This is an optimization exercise on Yosys and OpenROAD, whose aim is small area, not a production implementation. Only simulation tests tie the RTL to the original design; equivalence was not proved. No activity file was given, so power comes from the tool's default toggle rates.

==> trial 77: inputs <==
Design jt51_pg_slot_ctrl, start of the top module:
module jt51_pg_slot_ctrl #(
    parameter int PG_RST_ROUNDS = 1
) (
    input  logic       clk,
    input  logic       rst_n,
    input  logic       cen,
    input  logic       wr_valid,
    output logic       wr_ready,
    input  logic [4:0] wr_slot,
    input  logic [2:0] wr_field,
    input  logic [6:0] wr_data,
    input  logic       keyon_req,
    input  logic [4:0] keyon_slot,
    output logic       zero,
    output logic [4:0] slot_I,
    output logic [6:0] kc_I,
    output logic [5:0] kf_I,
    output logic [1:0] dt2_I,
    output logic [2:0] pms_I,
    output logic [2:0] dt1_II,
    output logic [3:0] mul_VI,
    output logic       pg_rst_III
);
==> module jt51_pg_slot_ctrl, before the edit <==
module jt51_pg_slot_ctrl #(
    parameter int PG_RST_ROUNDS = 1
) (
    input  logic       clk,
    input  logic       rst_n,
    input  logic       cen,
    input  logic       wr_valid,
    output logic       wr_ready,
    input  logic [4:0] wr_slot,
    input  logic [2:0] wr_field,
    input  logic [6:0] wr_data,
    input  logic       keyon_req,
    input  logic [4:0] keyon_slot,
    output logic       zero,
    output logic [4:0] slot_I,
    output logic [6:0] kc_I,
    output logic [5:0] kf_I,
    output logic [1:0] dt2_I,
    output logic [2:0] pms_I,
    output logic [2:0] dt1_II,
    output logic [3:0] mul_VI,
    output logic       pg_rst_III
);
    localparam int W = KC_W + KF_W + DT1_W + MUL_W + DT2_W + PMS_W;
    logic              started_r;
    logic [4:0]        cnt_s;
    logic [KC_W-1:0]   kc_r    [0:SLOT_N-1];
    logic [KF_W-1:0]   kf_r    [0:SLOT_N-1];
    logic [DT1_W-1:0]  dt1_r   [0:SLOT_N-1];
    logic [MUL_W-1:0]  mul_r   [0:SLOT_N-1];
    logic [DT2_W-1:0]  dt2_r   [0:SLOT_N-1];
    logic [PMS_W-1:0]  pms_r   [0:SLOT_N-1];
    logic [SLOT_N-1:0] vld_r;
    logic [SLOT_N-1:0] pendq_r;
    logic              pg_rst_I_r;
    logic              wr_en_s;
    logic [SLOT_N-1:0] rdec_s;
    logic [SLOT_N-1:0] rsel_s;
    logic [W-1:0]      rword_s;
    logic [DT1_W-1:0]  dt1_I_s;
    logic [MUL_W-1:0]  mul_I_s;
    logic [4:0]        fsel_s;
    logic              pend_rd_s;
    logic              ko_hit_s;
    assign cnt_s    = slot_I + {4'd0, started_r};
    assign zero     = started_r & (slot_I == 5'd0);
    assign wr_ready = rst_n & cen & (wr_slot != cnt_s);
    assign wr_en_s  = wr_valid & wr_ready;
    always_comb begin
        for (int f = 0; f < 5; f++) fsel_s[f] = (wr_field == 3'(f));
    end
    always_ff @(posedge clk) begin
        for (int i = 0; i < SLOT_N; i++) begin
            if (wr_en_s && wr_slot == 5'(i)) begin
                if (fsel_s[0] || !vld_r[i]) kc_r[i]  <= wr_data[6:0] & {KC_W{fsel_s[0]}};
                if (fsel_s[1] || !vld_r[i]) kf_r[i]  <= wr_data[5:0] & {KF_W{fsel_s[1]}};
                if (fsel_s[2] || !vld_r[i]) dt1_r[i] <= wr_data[6:4] & {DT1_W{fsel_s[2]}};
                if (fsel_s[2] || !vld_r[i]) mul_r[i] <= wr_data[3:0] & {MUL_W{fsel_s[2]}};
                if (fsel_s[3] || !vld_r[i]) dt2_r[i] <= wr_data[1:0] & {DT2_W{fsel_s[3]}};
                if (fsel_s[4] || !vld_r[i]) pms_r[i] <= wr_data[2:0] & {PMS_W{fsel_s[4]}};
            end
        end
    end
    always_ff @(posedge clk or negedge rst_n) begin
        if (!rst_n) vld_r <= '0;
        else if (wr_en_s) vld_r[wr_slot] <= 1'b1;
    end
    always_comb begin
        for (int i = 0; i < SLOT_N; i++) begin
            rdec_s[i] = (slot_I == 5'(i));
            rsel_s[i] = rdec_s[i] & vld_r[i];
        end
    end
    logic [SLOT_N*W-1:0] words_s;
    for (genvar i = 0; i < SLOT_N; i++) begin : g_word
        assign words_s[i*W +: W] = {kc_r[i], kf_r[i], dt1_r[i], mul_r[i], dt2_r[i], pms_r[i]};
    end
    for (genvar b = 0; b < W; b++) begin : g_rd
        logic [SLOT_N-1:0] col;
        for (genvar i = 0; i < SLOT_N; i++) begin : g_col
            assign col[i] = words_s[i*W + b];
        end
        jt51_rd32 u_rd (.sel(rsel_s), .d(col), .q(rword_s[b]));
    end
    assign {kc_I, kf_I, dt1_I_s, mul_I_s, dt2_I, pms_I} = rword_s;
    always_ff @(posedge clk or negedge rst_n) begin
        if (!rst_n) begin
            started_r <= 1'b0;
            slot_I    <= 5'd0;
        end else if (cen) begin
            started_r <= 1'b1;
            slot_I    <= cnt_s;
        end
    end
    jt51_rd32 u_pend_rd (.sel(rdec_s), .d(pendq_r), .q(pend_rd_s));
    assign ko_hit_s = keyon_req && (keyon_slot == cnt_s);
    always_ff @(posedge clk or negedge rst_n) begin
        if (!rst_n) begin
            pendq_r    <= '0;
            pg_rst_I_r <= 1'b0;
        end else if (cen) begin
            pg_rst_I_r <= ko_hit_s || pend_rd_s;
            for (int i = 0; i < SLOT_N; i++) begin
                if (keyon_req && !ko_hit_s && keyon_slot == 5'(i + 1)) pendq_r[i] <= 1'b1;
                else if (rdec_s[i]) pendq_r[i] <= 1'b0;
            end
        end
    end
    jt51_sh #(.width(DT1_W), .stages(1)) u_dt1_sh (
        .clk(clk), .rst_n(rst_n), .cen(cen), .din(dt1_I_s), .drop(dt1_II)
    );
    jt51_sh #(.width(1), .stages(STG_III)) u_pgrst_sh (
        .clk(clk), .rst_n(rst_n), .cen(cen), .din(pg_rst_I_r), .drop(pg_rst_III)
    );
    jt51_sh #(.width(MUL_W), .stages(STG_VI)) u_mul_sh (
        .clk(clk), .rst_n(rst_n), .cen(cen), .din(mul_I_s), .drop(mul_VI)
    );
endmodule
==> flow/config.mk <==
export PLATFORM = sky130hd
export DESIGN_NAME = jt51_pg_slot_ctrl
export DESIGN_NICKNAME = jt51_pg_slot_ctrl
export VERILOG_FILES = /design/flow/design.v
export SDC_FILE = /design/flow/constraint.sdc
export NUM_CORES = 4
export LEC_CHECK = 0
export CAP_MARGIN = 20
export CORE_MARGIN = 2
export CORE_UTILIZATION = 40
export SLEW_MARGIN = 20
export SYNTH_HIERARCHICAL = 1
export SYNTH_MINIMUM_KEEP_SIZE = 0
==> flow/constraint.sdc <==
create_clock -name core_clock -period 5.0 [get_ports {clk}]
set_input_delay 1.0000 -clock core_clock [delete_from_list [all_inputs] [get_ports {clk}]]
set_output_delay 1.0000 -clock core_clock [all_outputs]
set_load 0.01 [all_outputs]
run.sh (not shown) runs the stock make flow with config.mk's settings and CLKGATE_MAP_FILE= SYNTH_SCRIPT=/design/flow/synth_recipe.tcl, a recipe that flattens the netlist after the stock synthesis.
==> build 10 (differences from trial 77) <==
--- a/flow/design.v
+++ b/flow/design.v
@@ -119,7 +119,7 @@
     logic [MUL_W-1:0]  mul_r   [0:SLOT_N-1];
     logic [DT2_W-1:0]  dt2_r   [0:SLOT_N-1];
     logic [PMS_W-1:0]  pms_r   [0:SLOT_N-1];
-    logic [SLOT_N-1:0] vld_r;
+    logic [SLOT_N/2-1:0] vld_r;
     logic [SLOT_N-1:0] pendq_r;
     logic              pg_rst_I_r;
     logic              wr_en_s;
@@ -138,26 +138,32 @@
     always_comb begin
         for (int f = 0; f < 5; f++) fsel_s[f] = (wr_field == 3'(f));
     end
+    logic [6:0] wd_s [0:1][0:4];
+    always_comb begin
+        for (int p = 0; p < 2; p++)
+            for (int f = 0; f < 5; f++)
+                wd_s[p][f] = wr_data & {7{fsel_s[f] & (wr_slot[0] == 1'(p))}};
+    end
     always_ff @(posedge clk) begin
         for (int i = 0; i < SLOT_N; i++) begin
-            if (wr_en_s && wr_slot == 5'(i)) begin
-                if (fsel_s[0] || !vld_r[i]) kc_r[i]  <= wr_data[6:0] & {KC_W{fsel_s[0]}};
-                if (fsel_s[1] || !vld_r[i]) kf_r[i]  <= wr_data[5:0] & {KF_W{fsel_s[1]}};
-                if (fsel_s[2] || !vld_r[i]) dt1_r[i] <= wr_data[6:4] & {DT1_W{fsel_s[2]}};
-                if (fsel_s[2] || !vld_r[i]) mul_r[i] <= wr_data[3:0] & {MUL_W{fsel_s[2]}};
-                if (fsel_s[3] || !vld_r[i]) dt2_r[i] <= wr_data[1:0] & {DT2_W{fsel_s[3]}};
-                if (fsel_s[4] || !vld_r[i]) pms_r[i] <= wr_data[2:0] & {PMS_W{fsel_s[4]}};
+            if (wr_en_s && wr_slot[4:1] == 4'(i / 2)) begin
+                if ((fsel_s[0] && wr_slot[0] == 1'(i % 2)) || !vld_r[i / 2]) kc_r[i]  <= wd_s[i % 2][0][6:0];
+                if ((fsel_s[1] && wr_slot[0] == 1'(i % 2)) || !vld_r[i / 2]) kf_r[i]  <= wd_s[i % 2][1][5:0];
+                if ((fsel_s[2] && wr_slot[0] == 1'(i % 2)) || !vld_r[i / 2]) dt1_r[i] <= wd_s[i % 2][2][6:4];
+                if ((fsel_s[2] && wr_slot[0] == 1'(i % 2)) || !vld_r[i / 2]) mul_r[i] <= wd_s[i % 2][2][3:0];
+                if ((fsel_s[3] && wr_slot[0] == 1'(i % 2)) || !vld_r[i / 2]) dt2_r[i] <= wd_s[i % 2][3][1:0];
+                if ((fsel_s[4] && wr_slot[0] == 1'(i % 2)) || !vld_r[i / 2]) pms_r[i] <= wd_s[i % 2][4][2:0];
             end
         end
     end
     always_ff @(posedge clk or negedge rst_n) begin
         if (!rst_n) vld_r <= '0;
-        else if (wr_en_s) vld_r[wr_slot] <= 1'b1;
+        else if (wr_en_s) vld_r[wr_slot[4:1]] <= 1'b1;
     end
     always_comb begin
         for (int i = 0; i < SLOT_N; i++) begin
             rdec_s[i] = (slot_I == 5'(i));
-            rsel_s[i] = rdec_s[i] & vld_r[i];
+            rsel_s[i] = rdec_s[i] & vld_r[i / 2];
         end
     end
     logic [SLOT_N*W-1:0] words_s;
==> flow/flow/run.sh (new file) <==
#!/bin/bash
# Standard ORFS layout, with two changes: ports are buffered with buf_1 cells, and clock
# tree synthesis runs without dummy loads. Each tool's output goes to the ORFS logs and to
# standard.log here.
set -e
export BUFFER_PORTS_ARGS="-buffer_cell sky130_fd_sc_hd__buf_1"
export CTS_ARGS="-sink_clustering_enable -repair_clock_nets -dont_use_dummy_load -sink_clustering_size 28 -sink_clustering_max_diameter 100"
bash standard.sh > standard.log 2>&1
==> flow/standard.sh (new file) <==
#!/bin/bash
# synth_recipe.tcl (not shown) runs the flow's synth.tcl, then flattens the netlist and writes it again
# the make line also repeats each setting of config.mk as NAME=value (left out here)
make -C /OpenROAD-flow-scripts/flow DESIGN_CONFIG=/design/flow/config.mk WORK_HOME=/design/flow/orfs CLKGATE_MAP_FILE= SYNTH_SCRIPT=/design/flow/synth_recipe.tcl "${@:-finish}"
CAP_MARGIN = 10   (was 20)
CORE_UTILIZATION = 70   (was 40)
GPL_TIMING_DRIVEN = 0   (was unset)
SETUP_SLACK_MARGIN = 0.1   (was unset)
SLEW_MARGIN = 10   (was 20)
removed: flow/run.sh
==> trial 35 (differences from trial 77) <==
--- a/flow/design.v
+++ b/flow/design.v
@@ -119,7 +119,7 @@
     logic [MUL_W-1:0]  mul_r   [0:SLOT_N-1];
     logic [DT2_W-1:0]  dt2_r   [0:SLOT_N-1];
     logic [PMS_W-1:0]  pms_r   [0:SLOT_N-1];
-    logic [SLOT_N-1:0] vld_r;
+    logic [SLOT_N/2-1:0] vld_r;
     logic [SLOT_N-1:0] pendq_r;
     logic              pg_rst_I_r;
     logic              wr_en_s;
@@ -138,26 +138,32 @@
     always_comb begin
         for (int f = 0; f < 5; f++) fsel_s[f] = (wr_field == 3'(f));
     end
+    logic [6:0] wd_s [0:1][0:4];
+    always_comb begin
+        for (int p = 0; p < 2; p++)
+            for (int f = 0; f < 5; f++)
+                wd_s[p][f] = wr_data & {7{fsel_s[f] & (wr_slot[0] == 1'(p))}};
+    end
     always_ff @(posedge clk) begin
         for (int i = 0; i < SLOT_N; i++) begin
-            if (wr_en_s && wr_slot == 5'(i)) begin
-                if (fsel_s[0] || !vld_r[i]) kc_r[i]  <= wr_data[6:0] & {KC_W{fsel_s[0]}};
-                if (fsel_s[1] || !vld_r[i]) kf_r[i]  <= wr_data[5:0] & {KF_W{fsel_s[1]}};
-                if (fsel_s[2] || !vld_r[i]) dt1_r[i] <= wr_data[6:4] & {DT1_W{fsel_s[2]}};
-                if (fsel_s[2] || !vld_r[i]) mul_r[i] <= wr_data[3:0] & {MUL_W{fsel_s[2]}};
-                if (fsel_s[3] || !vld_r[i]) dt2_r[i] <= wr_data[1:0] & {DT2_W{fsel_s[3]}};
-                if (fsel_s[4] || !vld_r[i]) pms_r[i] <= wr_data[2:0] & {PMS_W{fsel_s[4]}};
+            if (wr_en_s && wr_slot[4:1] == 4'(i / 2)) begin
+                if ((fsel_s[0] && wr_slot[0] == 1'(i % 2)) || !vld_r[i / 2]) kc_r[i]  <= wd_s[i % 2][0][6:0];
+                if ((fsel_s[1] && wr_slot[0] == 1'(i % 2)) || !vld_r[i / 2]) kf_r[i]  <= wd_s[i % 2][1][5:0];
+                if ((fsel_s[2] && wr_slot[0] == 1'(i % 2)) || !vld_r[i / 2]) dt1_r[i] <= wd_s[i % 2][2][6:4];
+                if ((fsel_s[2] && wr_slot[0] == 1'(i % 2)) || !vld_r[i / 2]) mul_r[i] <= wd_s[i % 2][2][3:0];
+                if ((fsel_s[3] && wr_slot[0] == 1'(i % 2)) || !vld_r[i / 2]) dt2_r[i] <= wd_s[i % 2][3][1:0];
+                if ((fsel_s[4] && wr_slot[0] == 1'(i % 2)) || !vld_r[i / 2]) pms_r[i] <= wd_s[i % 2][4][2:0];
             end
         end
     end
     always_ff @(posedge clk or negedge rst_n) begin
         if (!rst_n) vld_r <= '0;
-        else if (wr_en_s) vld_r[wr_slot] <= 1'b1;
+        else if (wr_en_s) vld_r[wr_slot[4:1]] <= 1'b1;
     end
     always_comb begin
         for (int i = 0; i < SLOT_N; i++) begin
             rdec_s[i] = (slot_I == 5'(i));
-            rsel_s[i] = rdec_s[i] & vld_r[i];
+            rsel_s[i] = rdec_s[i] & vld_r[i / 2];
         end
     end
     logic [SLOT_N*W-1:0] words_s;
==> flow/flow/run.sh (new file) <==
#!/bin/bash
# Standard ORFS layout, with two changes: ports are buffered with buf_1 cells, and clock
# tree synthesis runs without dummy loads. Each tool's output goes to the ORFS logs and to
# standard.log here.
set -e
export BUFFER_PORTS_ARGS="-buffer_cell sky130_fd_sc_hd__buf_1"
export CTS_ARGS="-sink_clustering_enable -repair_clock_nets -dont_use_dummy_load -sink_clustering_size 28 -sink_clustering_max_diameter 100"
export RECOVER_POWER=100
bash standard.sh > standard.log 2>&1
==> flow/standard.sh (new file) <==
#!/bin/bash
# synth_recipe.tcl (not shown) runs the flow's synth.tcl, then flattens the netlist and writes it again
# the make line also repeats each setting of config.mk as NAME=value (left out here)
make -C /OpenROAD-flow-scripts/flow DESIGN_CONFIG=/design/flow/config.mk WORK_HOME=/design/flow/orfs CLKGATE_MAP_FILE= SYNTH_SCRIPT=/design/flow/synth_recipe.tcl "${@:-finish}"
CAP_MARGIN = 10   (was 20)
CORE_UTILIZATION = 60   (was 40)
GPL_TIMING_DRIVEN = 0   (was unset)
SETUP_SLACK_MARGIN = 0.1   (was unset)
SLEW_MARGIN = 10   (was 20)
removed: flow/run.sh
==> build 51 (differences from trial 77) <==
--- a/flow/design.v
+++ b/flow/design.v
@@ -119,7 +119,7 @@
     logic [MUL_W-1:0]  mul_r   [0:SLOT_N-1];
     logic [DT2_W-1:0]  dt2_r   [0:SLOT_N-1];
     logic [PMS_W-1:0]  pms_r   [0:SLOT_N-1];
-    logic [SLOT_N-1:0] vld_r;
+    logic [SLOT_N/2-1:0] vld_r;
     logic [SLOT_N-1:0] pendq_r;
     logic              pg_rst_I_r;
     logic              wr_en_s;
@@ -138,26 +138,32 @@
     always_comb begin
         for (int f = 0; f < 5; f++) fsel_s[f] = (wr_field == 3'(f));
     end
+    logic [6:0] wd_s [0:1][0:4];
+    always_comb begin
+        for (int p = 0; p < 2; p++)
+            for (int f = 0; f < 5; f++)
+                wd_s[p][f] = wr_data & {7{fsel_s[f] & (wr_slot[0] == 1'(p))}};
+    end
     always_ff @(posedge clk) begin
         for (int i = 0; i < SLOT_N; i++) begin
-            if (wr_en_s && wr_slot == 5'(i)) begin
-                if (fsel_s[0] || !vld_r[i]) kc_r[i]  <= wr_data[6:0] & {KC_W{fsel_s[0]}};
-                if (fsel_s[1] || !vld_r[i]) kf_r[i]  <= wr_data[5:0] & {KF_W{fsel_s[1]}};
-                if (fsel_s[2] || !vld_r[i]) dt1_r[i] <= wr_data[6:4] & {DT1_W{fsel_s[2]}};
-                if (fsel_s[2] || !vld_r[i]) mul_r[i] <= wr_data[3:0] & {MUL_W{fsel_s[2]}};
-                if (fsel_s[3] || !vld_r[i]) dt2_r[i] <= wr_data[1:0] & {DT2_W{fsel_s[3]}};
-                if (fsel_s[4] || !vld_r[i]) pms_r[i] <= wr_data[2:0] & {PMS_W{fsel_s[4]}};
+            if (wr_en_s && wr_slot[4:1] == 4'(i / 2)) begin
+                if ((fsel_s[0] && wr_slot[0] == 1'(i % 2)) || !vld_r[i / 2]) kc_r[i]  <= wd_s[i % 2][0][6:0];
+                if ((fsel_s[1] && wr_slot[0] == 1'(i % 2)) || !vld_r[i / 2]) kf_r[i]  <= wd_s[i % 2][1][5:0];
+                if ((fsel_s[2] && wr_slot[0] == 1'(i % 2)) || !vld_r[i / 2]) dt1_r[i] <= wd_s[i % 2][2][6:4];
+                if ((fsel_s[2] && wr_slot[0] == 1'(i % 2)) || !vld_r[i / 2]) mul_r[i] <= wd_s[i % 2][2][3:0];
+                if ((fsel_s[3] && wr_slot[0] == 1'(i % 2)) || !vld_r[i / 2]) dt2_r[i] <= wd_s[i % 2][3][1:0];
+                if ((fsel_s[4] && wr_slot[0] == 1'(i % 2)) || !vld_r[i / 2]) pms_r[i] <= wd_s[i % 2][4][2:0];
             end
         end
     end
     always_ff @(posedge clk or negedge rst_n) begin
         if (!rst_n) vld_r <= '0;
-        else if (wr_en_s) vld_r[wr_slot] <= 1'b1;
+        else if (wr_en_s) vld_r[wr_slot[4:1]] <= 1'b1;
     end
     always_comb begin
         for (int i = 0; i < SLOT_N; i++) begin
             rdec_s[i] = (slot_I == 5'(i));
-            rsel_s[i] = rdec_s[i] & vld_r[i];
+            rsel_s[i] = rdec_s[i] & vld_r[i / 2];
         end
     end
     logic [SLOT_N*W-1:0] words_s;
==> flow/flow/run.sh (new file) <==
#!/bin/bash
# Standard ORFS layout, with two changes: ports are buffered with buf_1 cells, and clock
# tree synthesis runs without dummy loads. Each tool's output goes to the ORFS logs and to
# standard.log here.
set -e
export BUFFER_PORTS_ARGS="-buffer_cell sky130_fd_sc_hd__buf_1"
export CTS_ARGS="-sink_clustering_enable -repair_clock_nets -dont_use_dummy_load -sink_clustering_size 24 -sink_clustering_max_diameter 80"
bash standard.sh > standard.log 2>&1
==> flow/standard.sh (new file) <==
#!/bin/bash
# synth_recipe.tcl (not shown) runs the flow's synth.tcl, then flattens the netlist and writes it again
# the make line also repeats each setting of config.mk as NAME=value (left out here)
make -C /OpenROAD-flow-scripts/flow DESIGN_CONFIG=/design/flow/config.mk WORK_HOME=/design/flow/orfs CLKGATE_MAP_FILE= SYNTH_SCRIPT=/design/flow/synth_recipe.tcl "${@:-finish}"
CAP_MARGIN = 10   (was 20)
CORE_UTILIZATION = 60   (was 40)
GPL_TIMING_DRIVEN = 0   (was unset)
SETUP_SLACK_MARGIN = 0.1   (was unset)
SLEW_MARGIN = 10   (was 20)
removed: flow/run.sh
==> results.txt <==
Trial 77 completed without violations. Build 10 passed the timing, design-rule and antenna checks. Build 51 completed without violations. Trial 35 finished but failed the layout checks on max-capacitance violations, max-slew violations.
In area after synthesis, build 51 and trial 35 do not differ.
In synthesized cell count, trial 35 and build 10 do not differ.
Critical path depth is the same in build 10 and trial 35.
Register-to-register slack, highest first: build 51, trial 77, build 10, trial 35.
Clock skew: trial 77 is lower than trial 35 (0.0027 ns).
Of build 10 and build 51, build 51 has the higher power (gap 1.7%, measured against build 51).
Hold slack: trial 77 > trial 35 > build 51 > build 10.
Against build 10, the clock power of build 51 is higher by about 8%.

afterwards: timing with drivers on the ports:
The results above use ideal ports. As a check the final layouts listed here were re-extracted and re-timed, cells and wires unchanged. Step 1 (the two cells are an assumption about what drives the block):
set clk [get_ports {clk}]
set_driving_cell -lib_cell sky130_fd_sc_hd__clkbuf_16 $clk
set_driving_cell -lib_cell sky130_fd_sc_hd__buf_2 [delete_from_list [all_inputs] $clk]
Step 2 also shifts input and output timing later by t, the mid clock arrival at the registers, as if the neighbouring blocks saw the same clock. a / b / c = ideal / step 1 / step 2; a / b = the first two.
| run | t, ns | setup WS [ns] | slew at the worst register clock pin (ns) | cell pins on the clock port's net |
|---|---|---|---|---|
| trial 77 | 0.693 | 0.079 / 0.014 / 0.260 | 0.06 / 0.06 | 1 |
| build 10 | 0.641 | 0.145 / 0.089 / -0.139 | 0.11 / 0.11 | 1 |
| trial 35 | 0.652 | 0.190 / 0.128 / -0.326 | 0.11 / 0.11 | 1 |
| build 51 | 0.663 | 0.149 / 0.087 / 0.336 | 0.10 / 0.10 | 1 |
The setup slack of trial 35, which loses most, moves by -0.062 ns with the drivers and by -0.516 ns with both steps.
